Source: an optimization exercise on an open RTL-to-GDS flow (aim: a short achievable clock period and few clock cycles). Production flows keep margins and buffers that such runs may drop. In this exercise RTL edits were held to simulation tests only and were not proved equivalent to the original. No activity file was given, so power comes from the tool's default toggle rates.

==> exp/juniper <==
==> flow/design.v <==
module exec_ctrl #(
  parameter int INST_CAP   = 20,
  parameter int DATA_LEN   = 8,
  parameter int DMEM_DEPTH = 256,
  parameter int TIMEOUT    = 15
) (
  input  logic                clk,
  input  logic                rstn,
  input  logic                IS_ready,
  input  logic [3:0]          control_bus,
  input  logic [DATA_LEN-1:0] data,
  output logic                en,
  output logic [$clog2(INST_CAP):0] pc,
  output logic [DATA_LEN-1:0] acc,
  output logic                zf,
  output logic                cf,
  output logic                halted,
  output logic                err
);
  localparam int PC_W  = $clog2(INST_CAP) + 1;
  localparam int CNT_W = $clog2(TIMEOUT + 1);
  localparam int NGRP  = DMEM_DEPTH / 16;
  localparam logic [3:0] OP_NOP = 4'h0, OP_LDI = 4'h1, OP_LD = 4'h2, OP_ST = 4'h3,
                         OP_ADD = 4'h4, OP_SUB = 4'h5, OP_AND = 4'h6, OP_OR = 4'h7,
                         OP_HALT = 4'h8, OP_JMP = 4'h9, OP_JZ = 4'hA, OP_JC = 4'hB,
                         OP_ADDI = 4'hC, OP_NOT = 4'hD;
  logic                  start_q;    
  logic                  en_q;       
  logic                  wait_q;     
  logic                  slow_q;     
  logic                  st_q;       
  logic [CNT_W-1:0]      cnt_q;
  logic [PC_W-1:0]       pc_q;
  logic [DATA_LEN-1:0]   acc_q;
  logic                  zf_q, cf_q, halted_q, err_q;
  logic [2:0]                     op_q;      
  logic [15:0]                    lsel_q, hsel_q;
  logic [NGRP-1:0][DATA_LEN-1:0]  grp_q;
  logic [DMEM_DEPTH-1:0][DATA_LEN-1:0] dmem;
  logic [INST_CAP-1:0][DATA_LEN-1:0] ptbl_q;
  logic [INST_CAP-1:0][15:0]         plo_tbl_q, phi_tbl_q;
  logic [INST_CAP-1:0]               pval_q;
  logic [DATA_LEN-1:0]               pred_q;    
  logic [15:0]                       plo_q, phi_q;
  logic                              pvld_q;
  logic [DATA_LEN-1:0]               pm_q;      
  logic [DATA_LEN-1:0]               st_addr_q;
  assign en     = en_q;
  assign pc     = pc_q;
  assign acc    = acc_q;
  assign zf     = zf_q;
  assign cf     = cf_q;
  assign halted = halted_q;
  assign err    = err_q;
  logic                      ans;
  logic [PC_W-1:0]           pc_inc, tgt;
  logic                      tgt_ok, take, is_mem, stop, stop_err, tmo;
  logic [15:0]               lo_sel, hi_sel;
  logic [NGRP-1:0][DATA_LEN-1:0] grp_d;
  logic [DATA_LEN:0]         addi;
  logic [DATA_LEN-1:0]       negacc;
  assign ans    = wait_q & IS_ready;
  assign pc_inc = (pc_q == PC_W'(INST_CAP - 1)) ? '0 : pc_q + PC_W'(1);
  assign tgt    = PC_W'(data);
  assign tgt_ok = (tgt < PC_W'(INST_CAP));
  assign take   = (control_bus == OP_JMP) | ((control_bus == OP_JZ) & zf_q) |
                  ((control_bus == OP_JC) & cf_q);
  assign is_mem = (control_bus == OP_LD) | (control_bus == OP_ADD) | (control_bus == OP_SUB) |
                  (control_bus == OP_AND) | (control_bus == OP_OR);
  assign stop_err = (control_bus == 4'hE) | (control_bus == 4'hF) | (take & !tgt_ok);
  assign stop   = (control_bus == OP_HALT) | stop_err;
  assign tmo    = wait_q & !IS_ready & (cnt_q == CNT_W'(TIMEOUT - 1));
  assign negacc = -acc_q;
  assign addi   = {1'b0, acc_q} + {1'b0, data};
  logic [DATA_LEN-1:0] pred_inc, pred_tgt, pred_n;
  logic [15:0]         plo_inc, plo_tgt, plo_n, phi_inc, phi_tgt, phi_n;
  logic                pvld_inc, pvld_tgt, pvld_n;
  always_comb begin
    pred_inc = '0; plo_inc = '0; phi_inc = '0; pvld_inc = 1'b0;
    pred_tgt = '0; plo_tgt = '0; phi_tgt = '0; pvld_tgt = 1'b0;
    for (int p = 0; p < INST_CAP; p++) begin
      if (pc_inc == PC_W'(p)) begin
        pred_inc = ptbl_q[p]; plo_inc = plo_tbl_q[p]; phi_inc = phi_tbl_q[p]; pvld_inc = pval_q[p];
      end
      if (tgt == PC_W'(p)) begin
        pred_tgt = ptbl_q[p]; plo_tgt = plo_tbl_q[p]; phi_tgt = phi_tbl_q[p]; pvld_tgt = pval_q[p];
      end
    end
  end
  assign pred_n = take ? pred_tgt : pred_inc;
  assign plo_n  = take ? plo_tgt  : plo_inc;
  assign phi_n  = take ? phi_tgt  : phi_inc;
  assign pvld_n = take ? pvld_tgt : pvld_inc;
  logic [NGRP-1:0][DATA_LEN-1:0] pgrp;
  logic [DATA_LEN-1:0]           pm_d;
  always_comb begin
    for (int g = 0; g < NGRP; g++) begin
      pgrp[g] = '0;
      for (int k = 0; k < 16; k++)
        pgrp[g] = pgrp[g] | (dmem[16*g + k] & {DATA_LEN{plo_q[k]}});
    end
    pm_d = '0;
    for (int g = 0; g < NGRP; g++) pm_d = pm_d | (pgrp[g] & {DATA_LEN{phi_q[g]}});
    if (st_q & (st_addr_q == pred_q)) pm_d = acc_q;
  end
  logic [DATA_LEN:0]   h_add, h_sub;
  logic                hit;
  assign h_add = {1'b0, acc_q} + {1'b0, pm_q};
  assign h_sub = {1'b0, acc_q} - {1'b0, pm_q};
  assign hit   = pvld_q & (data == pred_q);
  always_comb
    for (int k = 0; k < 16; k++) begin
      lo_sel[k] = (data[3:0] == 4'(k));
      hi_sel[k] = (data[7:4] == 4'(k));
    end
  always_comb
    for (int g = 0; g < NGRP; g++) begin
      grp_d[g] = '0;
      for (int k = 0; k < 16; k++)
        grp_d[g] = grp_d[g] | (dmem[16*g + k] & {DATA_LEN{lo_sel[k]}});
    end
  logic [DATA_LEN-1:0] m, s_acc;
  logic [DATA_LEN:0]   sum;
  logic                s_zf, s_cf;
  always_comb begin
    m = '0;
    for (int g = 0; g < NGRP; g++) m = m | (grp_q[g] & {DATA_LEN{hsel_q[g]}});
  end
  assign sum = (op_q == OP_SUB[2:0]) ? ({1'b0, acc_q} - {1'b0, m}) : ({1'b0, acc_q} + {1'b0, m});
  always_comb begin
    s_acc = m;
    s_zf  = (m == '0);
    s_cf  = 1'b0;
    case (op_q)
      OP_ADD[2:0]: begin s_acc = sum[DATA_LEN-1:0]; s_zf = (m == negacc); s_cf = sum[DATA_LEN]; end
      OP_SUB[2:0]: begin s_acc = sum[DATA_LEN-1:0]; s_zf = (m == acc_q);  s_cf = sum[DATA_LEN]; end
      OP_AND[2:0]: begin s_acc = acc_q & m;         s_zf = ((acc_q & m) == '0); end
      OP_OR[2:0]:  begin s_acc = acc_q | m;         s_zf = ((acc_q | m) == '0); end
      default: ;
    endcase
  end
  always_ff @(posedge clk or negedge rstn) begin
    if (!rstn) begin
      start_q  <= 1'b1;
      en_q     <= 1'b0;
      wait_q   <= 1'b0;
      slow_q   <= 1'b0;
      st_q     <= 1'b0;
      cnt_q    <= '0;
      pc_q     <= '0;
      acc_q    <= '0;
      zf_q     <= 1'b0;
      cf_q     <= 1'b0;
      halted_q <= 1'b0;
      err_q    <= 1'b0;
    end else begin
      start_q <= 1'b0;
      en_q    <= start_q | slow_q | (ans & (is_mem ? hit : !stop));
      slow_q  <= ans & is_mem & !hit;
      st_q    <= ans & (control_bus == OP_ST);
      if (en_q)        wait_q <= 1'b1;
      else if (ans)    wait_q <= 1'b0;
      else if (tmo)    wait_q <= 1'b0;
      if (en_q)        cnt_q  <= '0;
      else if (wait_q) cnt_q  <= cnt_q + CNT_W'(1);
      if (tmo) begin
        halted_q <= 1'b1;
        err_q    <= 1'b1;
      end
      if (ans) begin
        if (stop) begin
          halted_q <= 1'b1;
          err_q    <= stop_err;
        end else if (take) begin
          pc_q <= tgt;
        end else begin
          pc_q <= pc_inc;
        end
        case (control_bus)
          OP_LDI:  begin acc_q <= data;               zf_q <= (data == '0);   cf_q <= 1'b0; end
          OP_ADDI: begin acc_q <= addi[DATA_LEN-1:0]; zf_q <= (data == negacc); cf_q <= addi[DATA_LEN]; end
          OP_NOT:  begin acc_q <= ~acc_q;             zf_q <= (acc_q == '1);  cf_q <= 1'b0; end
          OP_LD:   if (hit) begin acc_q <= pm_q;              zf_q <= (pm_q == '0);           cf_q <= 1'b0; end
          OP_ADD:  if (hit) begin acc_q <= h_add[DATA_LEN-1:0]; zf_q <= (pm_q == negacc);     cf_q <= h_add[DATA_LEN]; end
          OP_SUB:  if (hit) begin acc_q <= h_sub[DATA_LEN-1:0]; zf_q <= (pm_q == acc_q);      cf_q <= h_sub[DATA_LEN]; end
          OP_AND:  if (hit) begin acc_q <= acc_q & pm_q;      zf_q <= ((acc_q & pm_q) == '0); cf_q <= 1'b0; end
          OP_OR:   if (hit) begin acc_q <= acc_q | pm_q;      zf_q <= ((acc_q | pm_q) == '0); cf_q <= 1'b0; end
          default: ;
        endcase
      end
      if (slow_q) begin
        acc_q <= s_acc;
        zf_q  <= s_zf;
        cf_q  <= s_cf;
      end
    end
  end
  always_ff @(posedge clk or negedge rstn) begin
    if (!rstn) begin
      pval_q <= '0;
      pvld_q <= 1'b0;
    end else if (ans) begin
      if (is_mem) pval_q[pc_q] <= 1'b1;
      pvld_q <= pvld_n;
    end
  end
  always_ff @(posedge clk) begin
    if (ans) begin
      if (is_mem) begin
        ptbl_q[pc_q]    <= data;
        plo_tbl_q[pc_q] <= lo_sel;
        phi_tbl_q[pc_q] <= hi_sel;
      end
      pred_q <= pred_n;
      plo_q  <= plo_n;
      phi_q  <= phi_n;
    end
    if (en_q) pm_q <= pm_d;
    st_addr_q <= data;
    op_q   <= control_bus[2:0];
    lsel_q <= lo_sel;
    hsel_q <= hi_sel;
    grp_q  <= grp_d;
  end
  always_ff @(posedge clk) begin
    for (int i = 0; i < DMEM_DEPTH; i++)
      if (st_q & lsel_q[i % 16] & hsel_q[i / 16]) dmem[i] <= acc_q;
  end
endmodule
==> flow/flow/run.sh <==
#!/bin/bash
export SETUP_SLACK_MARGIN=7
bash standard.sh > standard.log 2>&1
==> flow/standard.sh <==
#!/bin/bash
# synth_recipe.tcl (not shown) runs the flow's synth.tcl, then flattens the netlist and writes it again
# the make line also repeats each setting of config.mk as NAME=value (left out here)
make -C /OpenROAD-flow-scripts/flow DESIGN_CONFIG=/design/flow/config.mk WORK_HOME=/design/flow/orfs CLKGATE_MAP_FILE= SYNTH_SCRIPT=/design/flow/synth_recipe.tcl "${@:-finish}"
==> flow/config.mk <==
export PLATFORM = sky130hd
export DESIGN_NAME = exec_ctrl
export DESIGN_NICKNAME = exec_ctrl
export VERILOG_FILES = /design/flow/design.v
export SDC_FILE = /design/flow/constraint.sdc
export NUM_CORES = 4
export LEC_CHECK = 0
export CAP_MARGIN = 20
export CORE_MARGIN = 2
export CORE_UTILIZATION = 40
export SLEW_MARGIN = 20
==> flow/constraint.sdc <==
create_clock -name core_clock -period 10.0 [get_ports {clk}]
set_input_delay 2.0000 -clock core_clock [delete_from_list [all_inputs] [get_ports {clk}]]
set_output_delay 2.0000 -clock core_clock [all_outputs]
set_load 0.01 [all_outputs]
==> exp/tundra (differences from exp/juniper) <==
==> flow/design.v, changed modules only <==
module exec_ctrl #(
  parameter int INST_CAP   = 20,
  parameter int DATA_LEN   = 8,
  parameter int DMEM_DEPTH = 256,
  parameter int TIMEOUT    = 15
) (
  input  logic                clk,
  input  logic                rstn,
  input  logic                IS_ready,
  input  logic [3:0]          control_bus,
  input  logic [DATA_LEN-1:0] data,
  output logic                en,
  output logic [$clog2(INST_CAP):0] pc,
  output logic [DATA_LEN-1:0] acc,
  output logic                zf,
  output logic                cf,
  output logic                halted,
  output logic                err
);
  localparam int PC_W  = $clog2(INST_CAP) + 1;
  localparam int CNT_W = $clog2(TIMEOUT + 1);
  localparam int NGRP  = DMEM_DEPTH / 16;
  localparam logic [3:0] OP_NOP = 4'h0, OP_LDI = 4'h1, OP_LD = 4'h2, OP_ST = 4'h3,
                         OP_ADD = 4'h4, OP_SUB = 4'h5, OP_AND = 4'h6, OP_OR = 4'h7,
                         OP_HALT = 4'h8, OP_JMP = 4'h9, OP_JZ = 4'hA, OP_JC = 4'hB,
                         OP_ADDI = 4'hC, OP_NOT = 4'hD;
  logic                  start_q;    
  logic                  en_q;       
  logic                  wait_q;     
  logic                  slow_q;     
  logic                  st_q;       
  logic [CNT_W-1:0]      cnt_q;
  logic [PC_W-1:0]       pc_q;
  logic [DATA_LEN-1:0]   acc_q;
  logic                  zf_q, cf_q, halted_q, err_q;
  logic [2:0]                     op_q;      
  logic [15:0]                    lsel_q, hsel_q;
  logic [NGRP-1:0][DATA_LEN-1:0]  grp_q;
  logic [DMEM_DEPTH-1:0][DATA_LEN-1:0] dmem;
  assign en     = en_q;
  assign pc     = pc_q;
  assign acc    = acc_q;
  assign zf     = zf_q;
  assign cf     = cf_q;
  assign halted = halted_q;
  assign err    = err_q;
  logic                      ans;
  logic [PC_W-1:0]           pc_inc, tgt;
  logic                      tgt_ok, take, is_mem, stop, stop_err, tmo;
  logic [15:0]               lo_sel, hi_sel;
  logic [NGRP-1:0][DATA_LEN-1:0] grp_d;
  logic [DATA_LEN:0]         addi;
  logic [DATA_LEN-1:0]       negacc;
  assign ans    = wait_q & IS_ready;
  assign pc_inc = (pc_q == PC_W'(INST_CAP - 1)) ? '0 : pc_q + PC_W'(1);
  assign tgt    = PC_W'(data);
  assign tgt_ok = (tgt < PC_W'(INST_CAP));
  assign take   = (control_bus == OP_JMP) | ((control_bus == OP_JZ) & zf_q) |
                  ((control_bus == OP_JC) & cf_q);
  assign is_mem = (control_bus == OP_LD) | (control_bus == OP_ADD) | (control_bus == OP_SUB) |
                  (control_bus == OP_AND) | (control_bus == OP_OR);
  assign stop_err = (control_bus == 4'hE) | (control_bus == 4'hF) | (take & !tgt_ok);
  assign stop   = (control_bus == OP_HALT) | stop_err;
  assign tmo    = wait_q & !IS_ready & (cnt_q == CNT_W'(TIMEOUT - 1));
  assign negacc = -acc_q;
  assign addi   = {1'b0, acc_q} + {1'b0, data};
  always_comb
    for (int k = 0; k < 16; k++) begin
      lo_sel[k] = (data[3:0] == 4'(k));
      hi_sel[k] = (data[7:4] == 4'(k));
    end
  always_comb
    for (int g = 0; g < NGRP; g++) begin
      grp_d[g] = '0;
      for (int k = 0; k < 16; k++)
        grp_d[g] = grp_d[g] | (dmem[16*g + k] & {DATA_LEN{lo_sel[k]}});
    end
  logic [DATA_LEN-1:0] m, s_acc;
  logic [DATA_LEN:0]   sum;
  logic                s_zf, s_cf;
  always_comb begin
    m = '0;
    for (int g = 0; g < NGRP; g++) m = m | (grp_q[g] & {DATA_LEN{hsel_q[g]}});
  end
  assign sum = (op_q == OP_SUB[2:0]) ? ({1'b0, acc_q} - {1'b0, m}) : ({1'b0, acc_q} + {1'b0, m});
  always_comb begin
    s_acc = m;
    s_zf  = (m == '0);
    s_cf  = 1'b0;
    case (op_q)
      OP_ADD[2:0]: begin s_acc = sum[DATA_LEN-1:0]; s_zf = (m == negacc); s_cf = sum[DATA_LEN]; end
      OP_SUB[2:0]: begin s_acc = sum[DATA_LEN-1:0]; s_zf = (m == acc_q);  s_cf = sum[DATA_LEN]; end
      OP_AND[2:0]: begin s_acc = acc_q & m;         s_zf = ((acc_q & m) == '0); end
      OP_OR[2:0]:  begin s_acc = acc_q | m;         s_zf = ((acc_q | m) == '0); end
      default: ;
    endcase
  end
  always_ff @(posedge clk or negedge rstn) begin
    if (!rstn) begin
      start_q  <= 1'b1;
      en_q     <= 1'b0;
      wait_q   <= 1'b0;
      slow_q   <= 1'b0;
      st_q     <= 1'b0;
      cnt_q    <= '0;
      pc_q     <= '0;
      acc_q    <= '0;
      zf_q     <= 1'b0;
      cf_q     <= 1'b0;
      halted_q <= 1'b0;
      err_q    <= 1'b0;
    end else begin
      start_q <= 1'b0;
      en_q    <= start_q | slow_q | (ans & !is_mem & !stop);
      slow_q  <= ans & is_mem;
      st_q    <= ans & (control_bus == OP_ST);
      if (en_q)        wait_q <= 1'b1;
      else if (ans)    wait_q <= 1'b0;
      else if (tmo)    wait_q <= 1'b0;
      if (en_q)        cnt_q  <= '0;
      else if (wait_q) cnt_q  <= cnt_q + CNT_W'(1);
      if (tmo) begin
        halted_q <= 1'b1;
        err_q    <= 1'b1;
      end
      if (ans) begin
        if (stop) begin
          halted_q <= 1'b1;
          err_q    <= stop_err;
        end else if (take) begin
          pc_q <= tgt;
        end else begin
          pc_q <= pc_inc;
        end
        case (control_bus)
          OP_LDI:  begin acc_q <= data;               zf_q <= (data == '0);   cf_q <= 1'b0; end
          OP_ADDI: begin acc_q <= addi[DATA_LEN-1:0]; zf_q <= (data == negacc); cf_q <= addi[DATA_LEN]; end
          OP_NOT:  begin acc_q <= ~acc_q;             zf_q <= (acc_q == '1);  cf_q <= 1'b0; end
          default: ;
        endcase
      end
      if (slow_q) begin
        acc_q <= s_acc;
        zf_q  <= s_zf;
        cf_q  <= s_cf;
      end
    end
  end
  always_ff @(posedge clk) begin
    op_q   <= control_bus[2:0];
    lsel_q <= lo_sel;
    hsel_q <= hi_sel;
    grp_q  <= grp_d;
  end
  always_ff @(posedge clk) begin
    for (int i = 0; i < DMEM_DEPTH; i++)
      if (st_q & lsel_q[i % 16] & hsel_q[i / 16]) dmem[i] <= acc_q;
  end
endmodule
==> flow/run.sh (new file) <==
#!/bin/bash
# synth_recipe.tcl (not shown) runs the flow's synth.tcl, then flattens the netlist and writes it again
# the make line also repeats each setting of config.mk as NAME=value (left out here)
make -C /OpenROAD-flow-scripts/flow DESIGN_CONFIG=/design/flow/config.mk WORK_HOME=/design/flow/orfs CLKGATE_MAP_FILE= SYNTH_SCRIPT=/design/flow/synth_recipe.tcl finish
Settings changed: SETUP_SLACK_MARGIN from default to 5.
removed: flow/flow/run.sh
removed: flow/standard.sh
==> exp/yarrow (differences from exp/juniper) <==
==> flow/design.v, changed modules only <==
module exec_ctrl #(
  parameter int INST_CAP   = 20,
  parameter int DATA_LEN   = 8,
  parameter int DMEM_DEPTH = 256,
  parameter int TIMEOUT    = 15
) (
  input  logic                clk,
  input  logic                rstn,
  input  logic                IS_ready,
  input  logic [3:0]          control_bus,
  input  logic [DATA_LEN-1:0] data,
  output logic                en,
  output logic [$clog2(INST_CAP):0] pc,
  output logic [DATA_LEN-1:0] acc,
  output logic                zf,
  output logic                cf,
  output logic                halted,
  output logic                err
);
  localparam int PC_W  = $clog2(INST_CAP) + 1;
  localparam int CNT_W = $clog2(TIMEOUT + 1);
  localparam int NGRP  = DMEM_DEPTH / 16;
  localparam logic [3:0] OP_NOP = 4'h0, OP_LDI = 4'h1, OP_LD = 4'h2, OP_ST = 4'h3,
                         OP_ADD = 4'h4, OP_SUB = 4'h5, OP_AND = 4'h6, OP_OR = 4'h7,
                         OP_HALT = 4'h8, OP_JMP = 4'h9, OP_JZ = 4'hA, OP_JC = 4'hB,
                         OP_ADDI = 4'hC, OP_NOT = 4'hD;
  logic                  start_q;    
  logic                  en_q;       
  logic                  wait_q;     
  logic                  slow_q;     
  logic                  st_q;       
  logic [CNT_W-1:0]      cnt_q;
  logic [PC_W-1:0]       pc_q;
  logic [DATA_LEN-1:0]   acc_q;
  logic                  zf_q, cf_q, halted_q, err_q;
  logic [2:0]                     op_q;      
  logic [15:0]                    lsel_q, hsel_q;
  logic [NGRP-1:0][DATA_LEN-1:0]  grp_q;
  logic [DMEM_DEPTH-1:0][DATA_LEN-1:0] dmem;
  assign en     = en_q;
  assign pc     = pc_q;
  assign acc    = acc_q;
  assign zf     = zf_q;
  assign cf     = cf_q;
  assign halted = halted_q;
  assign err    = err_q;
  logic                      ans;
  logic [PC_W-1:0]           pc_inc, tgt;
  logic                      tgt_ok, take, is_mem, stop, stop_err, tmo;
  logic [15:0]               lo_sel, hi_sel;
  logic [NGRP-1:0][DATA_LEN-1:0] grp_d;
  logic [DATA_LEN:0]         addi;
  logic [DATA_LEN-1:0]       negacc;
  assign ans    = wait_q & IS_ready;
  assign pc_inc = (pc_q == PC_W'(INST_CAP - 1)) ? '0 : pc_q + PC_W'(1);
  assign tgt    = PC_W'(data);
  assign tgt_ok = (tgt < PC_W'(INST_CAP));
  assign take   = (control_bus == OP_JMP) | ((control_bus == OP_JZ) & zf_q) |
                  ((control_bus == OP_JC) & cf_q);
  assign is_mem = (control_bus == OP_LD) | (control_bus == OP_ADD) | (control_bus == OP_SUB) |
                  (control_bus == OP_AND) | (control_bus == OP_OR);
  assign stop_err = (control_bus == 4'hE) | (control_bus == 4'hF) | (take & !tgt_ok);
  assign stop   = (control_bus == OP_HALT) | stop_err;
  assign tmo    = wait_q & !IS_ready & (cnt_q == CNT_W'(TIMEOUT - 1));
  assign negacc = -acc_q;
  assign addi   = {1'b0, acc_q} + {1'b0, data};
  always_comb
    for (int k = 0; k < 16; k++) begin
      lo_sel[k] = (data[3:0] == 4'(k));
      hi_sel[k] = (data[7:4] == 4'(k));
    end
  always_comb
    for (int g = 0; g < NGRP; g++) begin
      grp_d[g] = '0;
      for (int k = 0; k < 16; k++)
        grp_d[g] = grp_d[g] | (dmem[16*g + k] & {DATA_LEN{lo_sel[k]}});
    end
  logic [DATA_LEN-1:0] m, s_acc;
  logic [DATA_LEN:0]   sum;
  logic                s_zf, s_cf;
  always_comb begin
    m = '0;
    for (int g = 0; g < NGRP; g++) m = m | (grp_q[g] & {DATA_LEN{hsel_q[g]}});
  end
  assign sum = (op_q == OP_SUB[2:0]) ? ({1'b0, acc_q} - {1'b0, m}) : ({1'b0, acc_q} + {1'b0, m});
  always_comb begin
    s_acc = m;
    s_zf  = (m == '0);
    s_cf  = 1'b0;
    case (op_q)
      OP_ADD[2:0]: begin s_acc = sum[DATA_LEN-1:0]; s_zf = (m == negacc); s_cf = sum[DATA_LEN]; end
      OP_SUB[2:0]: begin s_acc = sum[DATA_LEN-1:0]; s_zf = (m == acc_q);  s_cf = sum[DATA_LEN]; end
      OP_AND[2:0]: begin s_acc = acc_q & m;         s_zf = ((acc_q & m) == '0); end
      OP_OR[2:0]:  begin s_acc = acc_q | m;         s_zf = ((acc_q | m) == '0); end
      default: ;
    endcase
  end
  always_ff @(posedge clk or negedge rstn) begin
    if (!rstn) begin
      start_q  <= 1'b1;
      en_q     <= 1'b0;
      wait_q   <= 1'b0;
      slow_q   <= 1'b0;
      st_q     <= 1'b0;
      cnt_q    <= '0;
      pc_q     <= '0;
      acc_q    <= '0;
      zf_q     <= 1'b0;
      cf_q     <= 1'b0;
      halted_q <= 1'b0;
      err_q    <= 1'b0;
    end else begin
      start_q <= 1'b0;
      en_q    <= start_q | slow_q | (ans & !is_mem & !stop);
      slow_q  <= ans & is_mem;
      st_q    <= ans & (control_bus == OP_ST);
      if (en_q)        wait_q <= 1'b1;
      else if (ans)    wait_q <= 1'b0;
      else if (tmo)    wait_q <= 1'b0;
      if (en_q)        cnt_q  <= '0;
      else if (wait_q) cnt_q  <= cnt_q + CNT_W'(1);
      if (tmo) begin
        halted_q <= 1'b1;
        err_q    <= 1'b1;
      end
      if (ans) begin
        if (stop) begin
          halted_q <= 1'b1;
          err_q    <= stop_err;
        end else if (take) begin
          pc_q <= tgt;
        end else begin
          pc_q <= pc_inc;
        end
        case (control_bus)
          OP_LDI:  begin acc_q <= data;               zf_q <= (data == '0);   cf_q <= 1'b0; end
          OP_ADDI: begin acc_q <= addi[DATA_LEN-1:0]; zf_q <= (data == negacc); cf_q <= addi[DATA_LEN]; end
          OP_NOT:  begin acc_q <= ~acc_q;             zf_q <= (acc_q == '1);  cf_q <= 1'b0; end
          default: ;
        endcase
      end
      if (slow_q) begin
        acc_q <= s_acc;
        zf_q  <= s_zf;
        cf_q  <= s_cf;
      end
    end
  end
  always_ff @(posedge clk) begin
    op_q   <= control_bus[2:0];
    lsel_q <= lo_sel;
    hsel_q <= hi_sel;
    grp_q  <= grp_d;
  end
  always_ff @(posedge clk) begin
    for (int i = 0; i < DMEM_DEPTH; i++)
      if (st_q & lsel_q[i % 16] & hsel_q[i / 16]) dmem[i] <= acc_q;
  end
endmodule
==> flow/flow/run.sh (replaced) <==
#!/bin/bash
set -e
SETUP_SLACK_MARGIN=6.5 bash standard.sh cts > standard_cts.log 2>&1
SETUP_SLACK_MARGIN=5 bash standard.sh finish > standard_finish.log 2>&1
Settings changed: CORE_UTILIZATION 40 to 35, PLACE_DENSITY from default to 0.5.
==> tab_implementation.tex <==
\begin{tabular}{lr}
\hline
Metric & Value \\
\hline
\multicolumn{2}{l}{\textbf{GRT}} \\
Met1 Track Usage GR & 32.03\% \\
\multicolumn{2}{l}{\textbf{Yosys}} \\
Share of flip-flops with an asynchronous set or reset after synthesis & 1.206\% \\
Top cell types by occurrence after synthesis & 2048 x sky130\_fd\_sc\_hd\_\_edfxtp\_1, 540 x sky130\_fd\_sc\_hd\_\_a22o\_1, 535 x sky130\_fd\_sc\_hd\_\_a221oi\_1 \\
\multicolumn{2}{l}{\textbf{Outcome}} \\
Run status & timing/DRC/antenna clean \\
\hline
\end{tabular}
# the run above: exp/yarrow

==> tab_implementation.tex <==
\begin{tabular}{lr}
\hline
Metric & Value \\
\hline
\multicolumn{2}{l}{\textbf{Final layout}} \\
Non-clock buffer contribution to total cell area & 1.261\% \\
\multicolumn{2}{l}{\textbf{Detailed routing}} \\
Total met3 wirelength after detailed routing & 24570 um \\
\multicolumn{2}{l}{\textbf{GRT}} \\
Met1 Track Usage GR & 31.73\% \\
\multicolumn{2}{l}{\textbf{Yosys}} \\
Seq/Total Area, Yosys & 80.19\% \\
Top cell types by occurrence after synthesis & 2048 x sky130\_fd\_sc\_hd\_\_edfxtp\_1, 540 x sky130\_fd\_sc\_hd\_\_a22o\_1, 535 x sky130\_fd\_sc\_hd\_\_a221oi\_1 \\
Share of flip-flops with an asynchronous set or reset after synthesis & 1.206\% \\
\multicolumn{2}{l}{\textbf{Pwr}} \\
Total power & 21.12 mW \\
\multicolumn{2}{l}{\textbf{Timing}} \\
Slew at the pin with the worst max-slew slack & 1.197 ns \\
\multicolumn{2}{l}{\textbf{Outcome}} \\
Run status & timing/DRC/antenna clean \\
\hline
\end{tabular}
# the run above: exp/tundra

==> tab_implementation.tex <==
\begin{tabular}{lr}
\hline
Metric & Value \\
\hline
\multicolumn{2}{l}{\textbf{Outcome}} \\
Run status & aborted with a tool error \\
Stage at which the flow ended & global routing (5\_1\_grt) \\
Stop err & [ERROR GRT-0232] Routing congestion too high. Check the congestion heatmap in the GUI. \\
\multicolumn{2}{l}{\textbf{Yosys}} \\
Share of flip-flops with an asynchronous set or reset after synthesis & 1.541\% \\
Top cell types by occurrence after synthesis & 2896 x sky130\_fd\_sc\_hd\_\_edfxtp\_1, 940 x sky130\_fd\_sc\_hd\_\_o21ai\_0, 936 x sky130\_fd\_sc\_hd\_\_nand2\_1 \\
\multicolumn{2}{l}{\textbf{Placement}} \\
Placed cell count & 15310 \\
Post-placement setup slack & 3.092 ns \\
\hline
\end{tabular}
# the run above: exp/juniper

Testbench counts of exp/juniper, summed over its fixed seeds: cycles 40,963.
Testbench counts of exp/tundra, summed over its fixed seeds: cycles 45,835.
Testbench counts of exp/yarrow, summed over its fixed seeds: cycles 45,835.

what the ideal ports hide:
How much do the figures lean on ideal ports? The routed layouts below were timed once more, with nothing changed but the port constraints. Step 1, drivers: a clkbuf_16 drives clk and a buf_2 each remaining input, both assumed. Step 2 also shifts input and output timing later by t, the mid clock arrival at the registers, as if the neighbouring blocks saw the same clock. a / b / c = no drivers / after step 1 / after step 2; a / b = the first two.
run	t, ns	setup WS [ns]	slew at the worst register clock pin (ns)
exp/tundra	0.956	5.088 / 5.151 / 4.195	0.07 / 0.07
exp/yarrow	0.958	6.193 / 6.099 / 5.459	0.07 / 0.07
After both steps setup and hold are still met in every run listed. The setup slack of exp/tundra, which loses most, moves by +0.063 ns with the drivers and by -0.893 ns with both steps.
